Source: an optimization exercise on an open RTL-to-GDS flow (aim: small area and a short achievable clock period). Production flows keep margins and buffers that such runs may drop. RTL that was checked went through simulation tests only; none was proved equivalent to the original. No activity file was given, so power comes from the tool's default toggle rates.

== old ==
==> flow/design.v <==
module system_crossbar_rr #(
  parameter int NUM_MASTERS    = 9,
  parameter int NUM_SLAVES     = 4,
  parameter int ADDR_WIDTH     = 32,
  parameter int DATA_WIDTH     = 32,
  parameter int ID_WIDTH       = 4,
  parameter logic [NUM_SLAVES*ADDR_WIDTH-1:0] SLAVE_BASE =
    {32'h3000_0000, 32'h2000_0000, 32'h1000_0000, 32'h0000_0000},
  parameter logic [NUM_SLAVES*ADDR_WIDTH-1:0] SLAVE_MASK =
    {32'hFFFF_0000, 32'hFFFF_0000, 32'hFFFF_0000, 32'hF000_0000},
  parameter logic [NUM_MASTERS-1:0] HI_PRIO_MASK = 9'h1FE,
  parameter int TIMEOUT_CYCLES = 256
) (
  input  logic                             clk,
  input  logic                             rst,
  input  logic [NUM_MASTERS-1:0]           m_req,
  input  logic [NUM_MASTERS-1:0]           m_we,
  input  logic [NUM_MASTERS*ADDR_WIDTH-1:0] m_addr,
  input  logic [NUM_MASTERS*DATA_WIDTH-1:0] m_wdata,
  input  logic [NUM_MASTERS*ID_WIDTH-1:0]   m_id,
  output logic [NUM_MASTERS-1:0]           m_ack,
  output logic [NUM_MASTERS-1:0]           m_err,
  output logic [NUM_MASTERS*DATA_WIDTH-1:0] m_rdata,
  output logic [NUM_SLAVES-1:0]            s_req,
  output logic [NUM_SLAVES-1:0]            s_we,
  output logic [NUM_SLAVES*ADDR_WIDTH-1:0] s_addr,
  output logic [NUM_SLAVES*DATA_WIDTH-1:0] s_wdata,
  output logic [NUM_SLAVES*ID_WIDTH-1:0]   s_id,
  input  logic [NUM_SLAVES-1:0]            s_ack,
  input  logic [NUM_SLAVES*DATA_WIDTH-1:0] s_rdata
);
  localparam int NM = NUM_MASTERS;
  localparam int NS = NUM_SLAVES;
  localparam int AW = ADDR_WIDTH;
  localparam int DW = DATA_WIDTH;
  localparam int IW = ID_WIDTH;
  localparam int CW = $clog2(TIMEOUT_CYCLES);
  localparam logic [CW-1:0] CNT_LAST = CW'(TIMEOUT_CYCLES - 1);
  logic [NS-1:0]  r_busy, r_resp, r_terr;
  logic [NS-1:0][NM-1:0] r_win;
  logic [NS-1:0][NM-1:0] r_wind;
  logic [NS-1:0][NM-1:0] r_sel;
  logic [NS-1:0][CW-1:0] r_cnt;
  logic [NS-1:0][DW-1:0] r_rd;
  logic [NM-1:0]  r_dack, r_cool;
  logic [NM-1:0]  w_hit;
  logic [NM-1:0][NS-1:0] w_match;
  logic [NS-1:0][NM-1:0] w_reqv;
  logic [NS-1:0][NM-1:0] w_gnt;
  logic [NS-1:0]  w_start, w_fin, w_tmo;
  logic [NM-1:0]  w_derr;
  function automatic logic [NM-1:0] rr_pick(input logic [NM-1:0] req, input logic [NM-1:0] win);
    logic [NM-1:0] after, res;
    logic seen, found;
    seen = win[NM-1];
    for (int m = 0; m < NM; m++) begin
      after[m] = seen;
      seen = seen | win[m];
    end
    res = '0;
    found = 1'b0;
    for (int m = 0; m < NM; m++)
      if (!found && req[m] && after[m]) begin res[m] = 1'b1; found = 1'b1; end
    for (int m = 0; m < NM; m++)
      if (!found && req[m]) begin res[m] = 1'b1; found = 1'b1; end
    rr_pick = res;
  endfunction
  for (genvar m = 0; m < NM; m++) begin : g_dec
    for (genvar s = 0; s < NS; s++) begin : g_s
      assign w_match[m][s] =
        (m_addr[m*AW +: AW] & SLAVE_MASK[s*AW +: AW]) == SLAVE_BASE[s*AW +: AW];
      if (s == 0) begin : g_first
        assign w_reqv[s][m] = m_req[m] & w_match[m][s];
      end else begin : g_rest
        assign w_reqv[s][m] = m_req[m] & w_match[m][s] & ~(|w_match[m][s-1:0]);
      end
    end
    assign w_hit[m]  = |w_match[m];
    assign w_derr[m] = m_req[m] & ~w_hit[m] & ~r_dack[m] & ~r_cool[m];
  end
  for (genvar s = 0; s < NS; s++) begin : g_arb
    logic [NM-1:0] hi, lo;
    assign hi          = w_reqv[s] & HI_PRIO_MASK;
    assign lo          = w_reqv[s] & ~HI_PRIO_MASK;
    assign w_gnt[s]    = (|hi) ? rr_pick(hi, r_win[s]) : rr_pick(lo, r_win[s]);
    assign w_start[s]  = ~r_busy[s] & ~r_resp[s] & (|w_reqv[s]);
    assign w_fin[s]    = r_busy[s] & (s_ack[s] | (r_cnt[s] == CNT_LAST));
    assign w_tmo[s]    = ~s_ack[s] & (r_cnt[s] == CNT_LAST);
  end
  always_ff @(posedge clk or posedge rst) begin
    if (rst) begin
      r_busy <= '0;
      r_resp <= '0;
      r_dack <= '0;
      r_cool <= '0;
      r_sel  <= '0;
      for (int s = 0; s < NS; s++) r_win[s] <= NM'(1) << (NM - 1);
    end else begin
      r_busy <= w_start | (r_busy & ~w_fin);
      r_resp <= w_fin;
      r_dack <= w_derr;
      r_cool <= r_dack;
      for (int s = 0; s < NS; s++) begin
        if (w_start[s]) r_win[s] <= w_gnt[s];
        r_sel[s] <= w_fin[s] ? r_win[s] : '0;
      end
    end
  end
  always_ff @(posedge clk) begin
    r_terr <= w_tmo;
    for (int s = 0; s < NS; s++) begin
      r_cnt[s] <= r_busy[s] ? r_cnt[s] + 1'b1 : '0;
      r_rd[s]  <= s_rdata[s*DW +: DW];
      if (~r_busy[s] & ~r_resp[s]) r_wind[s] <= w_gnt[s];
    end
  end
  logic [NS-1:0][AW-1:0] w_pa;
  logic [NS-1:0][DW-1:0] w_pd;
  logic [NS-1:0][IW-1:0] w_pi;
  logic [NS-1:0]         w_pw;
  always_comb begin
    w_pa = '0;
    w_pd = '0;
    w_pi = '0;
    w_pw = '0;
    for (int s = 0; s < NS; s++)
      for (int m = 0; m < NM; m++) begin
        w_pa[s] = w_pa[s] | ({AW{r_win[s][m]}} & m_addr[m*AW +: AW]);
        w_pd[s] = w_pd[s] | ({DW{r_wind[s][m]}} & m_wdata[m*DW +: DW]);
        w_pi[s] = w_pi[s] | ({IW{r_win[s][m]}} & m_id[m*IW +: IW]);
        w_pw[s] = w_pw[s] | (r_win[s][m] & m_we[m]);
      end
  end
  assign s_req = r_busy;
  for (genvar s = 0; s < NS; s++) begin : g_spay
    assign s_addr[s*AW +: AW]  = (w_pa[s] & ~SLAVE_MASK[s*AW +: AW]) | SLAVE_BASE[s*AW +: AW];
    assign s_wdata[s*DW +: DW] = w_pd[s];
    assign s_id[s*IW +: IW]    = w_pi[s];
    assign s_we[s]             = w_pw[s];
  end
  logic [NM-1:0][DW-1:0] w_rd;
  always_comb begin
    m_ack = r_dack;
    m_err = r_dack;
    w_rd  = '0;
    for (int m = 0; m < NM; m++)
      for (int s = 0; s < NS; s++) begin
        m_ack[m] = m_ack[m] | r_sel[s][m];
        m_err[m] = m_err[m] | (r_sel[s][m] & r_terr[s]);
        w_rd[m]  = w_rd[m]  | ({DW{r_sel[s][m]}} & r_rd[s]);
      end
  end
  assign m_rdata = w_rd;
endmodule
Settings: LEC_CHECK=0, CAP_MARGIN=20, CORE_AREA=10 10 490 490, DIE_AREA=0 0 500 500, PLACE_DENSITY=0.35, SETUP_SLACK_MARGIN=2.5, SLEW_MARGIN=20; clock period 7.0 ns.
standard.sh (not shown) runs the stock make flow with config.mk's settings and CLKGATE_MAP_FILE= SYNTH_SCRIPT=/design/flow/synth_recipe.tcl, a recipe that flattens the netlist after the stock synthesis.
==> flow/flow/run.sh <==
#!/bin/bash
# The standard layout, with two changes: every input and output port gets the smallest buffer
# as its port buffer, and the ports are placed on the die edge in the bit-sliced order that
# flow/io.tcl gives (generated by gen/make_io.py), sourced right after the floorplan.
set -euo pipefail
export BUFFER_PORTS_ARGS="-buffer_cell sky130_fd_sc_hd__buf_1"
export IO_CONSTRAINTS="$PWD/flow/io.tcl"
bash standard.sh > standard_flow.log 2>&1
Other scripts of this flow, unchanged in this note and not shown: flow/flow/io.tcl
Edits applied to the flow inputs when going from old to new:
# old
export LEC_CHECK = 0
export CAP_MARGIN = 20
export CORE_AREA = 10 10 490 490
export DIE_AREA = 0 0 500 500
export PLACE_DENSITY = 0.35
export SETUP_SLACK_MARGIN = 2.5
export SLEW_MARGIN = 20
create_clock -name core_clock -period 7.0 [get_ports {clk}]
# new
export LEC_CHECK = 0
export CAP_MARGIN = 20
export CORE_AREA = 10 10 490 490
export DIE_AREA = 0 0 500 500
export PLACE_DENSITY = 0.35
export SETUP_SLACK_MARGIN = 3.0
export SLEW_MARGIN = 20
create_clock -name core_clock -period 7.0 [get_ports {clk}]
[summary]
Number of H-tree levels: new vs old identical
There was hardly any difference in final routed wire length divided by cell count between old and new.
Status: global-route usage parity (new, old)
On final cell count, old and new are basically level.
new: full flow OK, the timing, DRC and antenna checks passed
Status: total non-filler cell area in the finished layout parity (old, new)
new -> old: effective utilization at floorplan delta 0, exact match
Changes observed in new relative to old: sequential share of layout area level; share of the clock period used by the worst path saw a decrease.
No run of this note included a check of the RTL's function; only the layout flow was run.


## lagoon
system_crossbar_rr, a different RTL version from the one above (not shown whole).
Size in the first run: ~3600 cells after synthesis, ~28000 µm² of cells after synthesis.
clock: 7.0 ns
lec_check: 0
cap_margin: 20
core_area: 10 10 410 410
die_area: 0 0 420 420
place_density: 0.35
setup_slack_margin: 3.0
slew_margin: 20
==> flow/flow/io.tcl <==
# Place the ports on the die edge in bit-sliced order, so that each data bit's inputs and
# outputs sit next to each other. Sourced by the floorplan step (IO_CONSTRAINTS).
set nm 9
set ns 4
set w 32
set iw 4
proc bits {name n w b} {
  set r {}
  for {set i 0} {$i < $n} {incr i} { lappend r "${name}\[[expr {$i * $w + $b}]\]" }
  return $r
}
set order {clk rst}
foreach n {m_req m_ack m_err} { lappend order {*}[bits $n $nm 1 0] }
foreach n {s_req s_ack} { lappend order {*}[bits $n $ns 1 0] }
lappend order {*}[bits m_we $nm 1 0] {*}[bits s_we $ns 1 0]
for {set b [expr {$w - 1}]} {$b >= 16} {incr b -1} {
  lappend order {*}[bits m_addr $nm $w $b] {*}[bits s_addr $ns $w $b]
}
for {set i 0} {$i < $iw} {incr i} {
  lappend order {*}[bits m_id $nm $iw $i] {*}[bits s_id $ns $iw $i]
}
for {set b 15} {$b >= 0} {incr b -1} {
  lappend order {*}[bits m_addr $nm $w $b] {*}[bits s_addr $ns $w $b]
  lappend order {*}[bits m_wdata $nm $w $b] {*}[bits s_wdata $ns $w $b]
}
for {set b 16} {$b < $w} {incr b} {
  lappend order {*}[bits m_wdata $nm $w $b] {*}[bits s_wdata $ns $w $b]
}
for {set b 0} {$b < $w} {incr b} {
  lappend order {*}[bits s_rdata $ns $w $b] {*}[bits m_rdata $nm $w $b]
}

# Walk the edge clockwise from the bottom-left corner, keeping clear of the corners. The left
# and right edges (met3) take pins two met3 tracks apart; the top and bottom edges (met2) share
# the rest evenly.
set die [ord::get_die_area]
set dx [lindex $die 2]
set dy [lindex $die 3]
set mg 12.0
set lx [expr {$dx - 2 * $mg}]
set ly [expr {$dy - 2 * $mg}]
set n [llength $order]
set nv [expr {int($ly / 1.4)}]
set nh [expr {($n - 2 * $nv) / 2}]
set cnt [list $nv [expr {$n - 2 * $nv - $nh}] $nv $nh]
set i 0
set e 0
set k 0
foreach p $order {
  while {$k >= [lindex $cnt $e]} { incr e; set k 0 }
  set ne [lindex $cnt $e]
  if {$e == 0} {
    set d [expr {($k + 0.5) / $ne * $ly}]
    place_pin -pin_name $p -layer met3 -location [list 0 [expr {$mg + $d}]] -force_to_die_boundary
  } elseif {$e == 1} {
    set d [expr {($k + 0.5) / $ne * $lx}]
    place_pin -pin_name $p -layer met2 -location [list [expr {$mg + $d}] $dy] -force_to_die_boundary
  } elseif {$e == 2} {
    set d [expr {($k + 0.5) / $ne * $ly}]
    place_pin -pin_name $p -layer met3 -location [list $dx [expr {$dy - $mg - $d}]] -force_to_die_boundary
  } else {
    set d [expr {($k + 0.5) / $ne * $lx}]
    place_pin -pin_name $p -layer met2 -location [list [expr {$dx - $mg - $d}] 0] -force_to_die_boundary
  }
  incr k
  incr i
}
Scripts as last shown in full above: flow/flow/run.sh
--- input diff lagoon..juniper ---
Settings: CORE_AREA: 10 10 410 410 -> 10 10 490 490; DIE_AREA: 0 0 420 420 -> 0 0 500 500.
diff --git a/flow/flow/io.tcl b/flow/flow/io.tcl
--- a/flow/flow/io.tcl
+++ b/flow/flow/io.tcl
@@ -33,3 +33 @@
-# Walk the edge clockwise from the bottom-left corner, keeping clear of the corners. The left
-# and right edges (met3) take pins two met3 tracks apart; the top and bottom edges (met2) share
-# the rest evenly.
+# Walk the edge clockwise from the bottom-left corner, keeping clear of the corners.
@@ -41,0 +40 @@
+set per [expr {2 * ($lx + $ly)}]
@@ -43,3 +41,0 @@
-set nv [expr {int($ly / 1.4)}]
-set nh [expr {($n - 2 * $nv) / 2}]
-set cnt [list $nv [expr {$n - 2 * $nv - $nh}] $nv $nh]
@@ -47,2 +42,0 @@
-set e 0
-set k 0
@@ -50,11 +44,7 @@
-  while {$k >= [lindex $cnt $e]} { incr e; set k 0 }
-  set ne [lindex $cnt $e]
-  if {$e == 0} {
-    set d [expr {($k + 0.5) / $ne * $ly}]
-    place_pin -pin_name $p -layer met3 -location [list 0 [expr {$mg + $d}]] -force_to_die_boundary
-  } elseif {$e == 1} {
-    set d [expr {($k + 0.5) / $ne * $lx}]
-    place_pin -pin_name $p -layer met2 -location [list [expr {$mg + $d}] $dy] -force_to_die_boundary
-  } elseif {$e == 2} {
-    set d [expr {($k + 0.5) / $ne * $ly}]
-    place_pin -pin_name $p -layer met3 -location [list $dx [expr {$dy - $mg - $d}]] -force_to_die_boundary
+  set t [expr {($i + 0.5) / $n * $per}]
+  if {$t < $ly} {
+    place_pin -pin_name $p -layer met3 -location [list 0 [expr {$mg + $t}]] -force_to_die_boundary
+  } elseif {$t < $ly + $lx} {
+    place_pin -pin_name $p -layer met2 -location [list [expr {$mg + $t - $ly}] $dy] -force_to_die_boundary
+  } elseif {$t < 2 * $ly + $lx} {
+    place_pin -pin_name $p -layer met3 -location [list $dx [expr {$dy - $mg - ($t - $ly - $lx)}]] -force_to_die_boundary
@@ -62,2 +52 @@
-    set d [expr {($k + 0.5) / $ne * $lx}]
-    place_pin -pin_name $p -layer met2 -location [list [expr {$dx - $mg - $d}] 0] -force_to_die_boundary
+    place_pin -pin_name $p -layer met2 -location [list [expr {$dx - $mg - ($t - 2 * $ly - $lx)}] 0] -force_to_die_boundary
@@ -65 +53,0 @@
-  incr k
Results
- Relative to lagoon, cell count has increased by 921 in juniper.
- Changes observed in juniper relative to lagoon: per-cell routed wire length has decreased; number of buffers created by CTS down 2.6%; initial DRC count down 1.9%; count of standard-cell rows has increased; depth of the critical timing path with buffers and inverters included saw an increase.
- Summary of juniper over lagoon: proportion of cell area occupied by multi-input gates saw a decrease; largest driver fanout on the critical path saw a decrease; power density over the cells saw a decrease.
No functional check of the RTL was part of any run of this note.


## main
system_crossbar_rr, a different RTL version from the one above (not shown whole).
Size in the first run: ~230 flip-flops, about 1400 I/O pins.
Settings: LEC_CHECK=0, CAP_MARGIN=20, CELL_PAD_IN_SITES_DETAIL_PLACEMENT=1, CELL_PAD_IN_SITES_GLOBAL_PLACEMENT=2, CORE_AREA=10 10 550 550, DIE_AREA=0 0 560 560, PLACE_DENSITY=0.35, SETUP_SLACK_MARGIN=2.0, SLEW_MARGIN=20; clock period 7.0 ns.
==> flow/flow/run.sh <==
#!/bin/bash
# The standard layout, with the smallest buffer as the port buffer on every input and output.
set -euo pipefail
export BUFFER_PORTS_ARGS="-buffer_cell sky130_fd_sc_hd__buf_1"
bash standard.sh > standard_flow.log 2>&1
[inputs] the feature branch vs main
Settings: CELL_PAD_IN_SITES_GLOBAL_PLACEMENT: 2 -> unset; SETUP_SLACK_MARGIN: 2.0 -> unset; CELL_PAD_IN_SITES_DETAIL_PLACEMENT: 1 -> unset; PLACE_DENSITY: 0.35 -> unset.
==> flow/run.sh (new file) <==
#!/bin/bash
# synth_recipe.tcl (not shown) runs the flow's synth.tcl, then flattens the netlist and writes it again
# the make line also repeats each setting of config.mk as NAME=value (left out here)
make -C /OpenROAD-flow-scripts/flow DESIGN_CONFIG=/design/flow/config.mk WORK_HOME=/design/flow/orfs CLKGATE_MAP_FILE= SYNTH_SCRIPT=/design/flow/synth_recipe.tcl finish
removed: flow/flow/run.sh
removed: flow/standard.sh
[summary]
Changes observed in the feature branch relative to main: total placed cells including tap cells about even; combinational share of power rose 5.4 points; worst supply voltage drop on vdd rose 88%; worst hold slack fell 0.0031 ns; sequential share of layout area fell 2.4 points.
Relative to main, the slack of the worst reg-to-reg path of the feature branch is higher by 0.42 ns.
Where wire length is concerned, main is outperformed by the feature branch.

port drivers added, routing unchanged:
In the flow no input, the clock included, has a driving cell. The finished layouts below were timed again as built, in two steps.
Step 1: set_driving_cell puts a clkbuf_16 on clk and a buf_2 on each other input, an assumption about the parent block.
Step 2, shift: input delay + t, output delay - t, t = (earliest + latest rising clock arrival at the registers) / 2. This alone moves slack from input paths to output paths.
Slacks: ideal / step 1 / step 2; pairs: ideal / step 1.
| run | shift t [ns] | setup slack, ns | worst setup path at the end |
|---|---|---|---|
| old | 0.668 | 2.699 / 2.618 / 2.485 | input to register |
| new | 0.668 | 2.938 / 2.857 / 2.441 | input to register |
| lagoon | 0.668 | 3.020 / 2.940 / 2.423 | input to register |
| juniper | 0.685 | 3.064 / 2.984 / 2.486 | input to register |
| main | 0.688 | 2.057 / 1.978 / 1.939 | input to register |
| the feature branch | 0.685 | 1.269 / 1.208 / 1.208 | input to output |
After both steps setup and hold are still met in every run listed. For lagoon, which loses most, drivers alone change the setup slack by -0.080 ns; drivers and shift together by -0.597 ns.
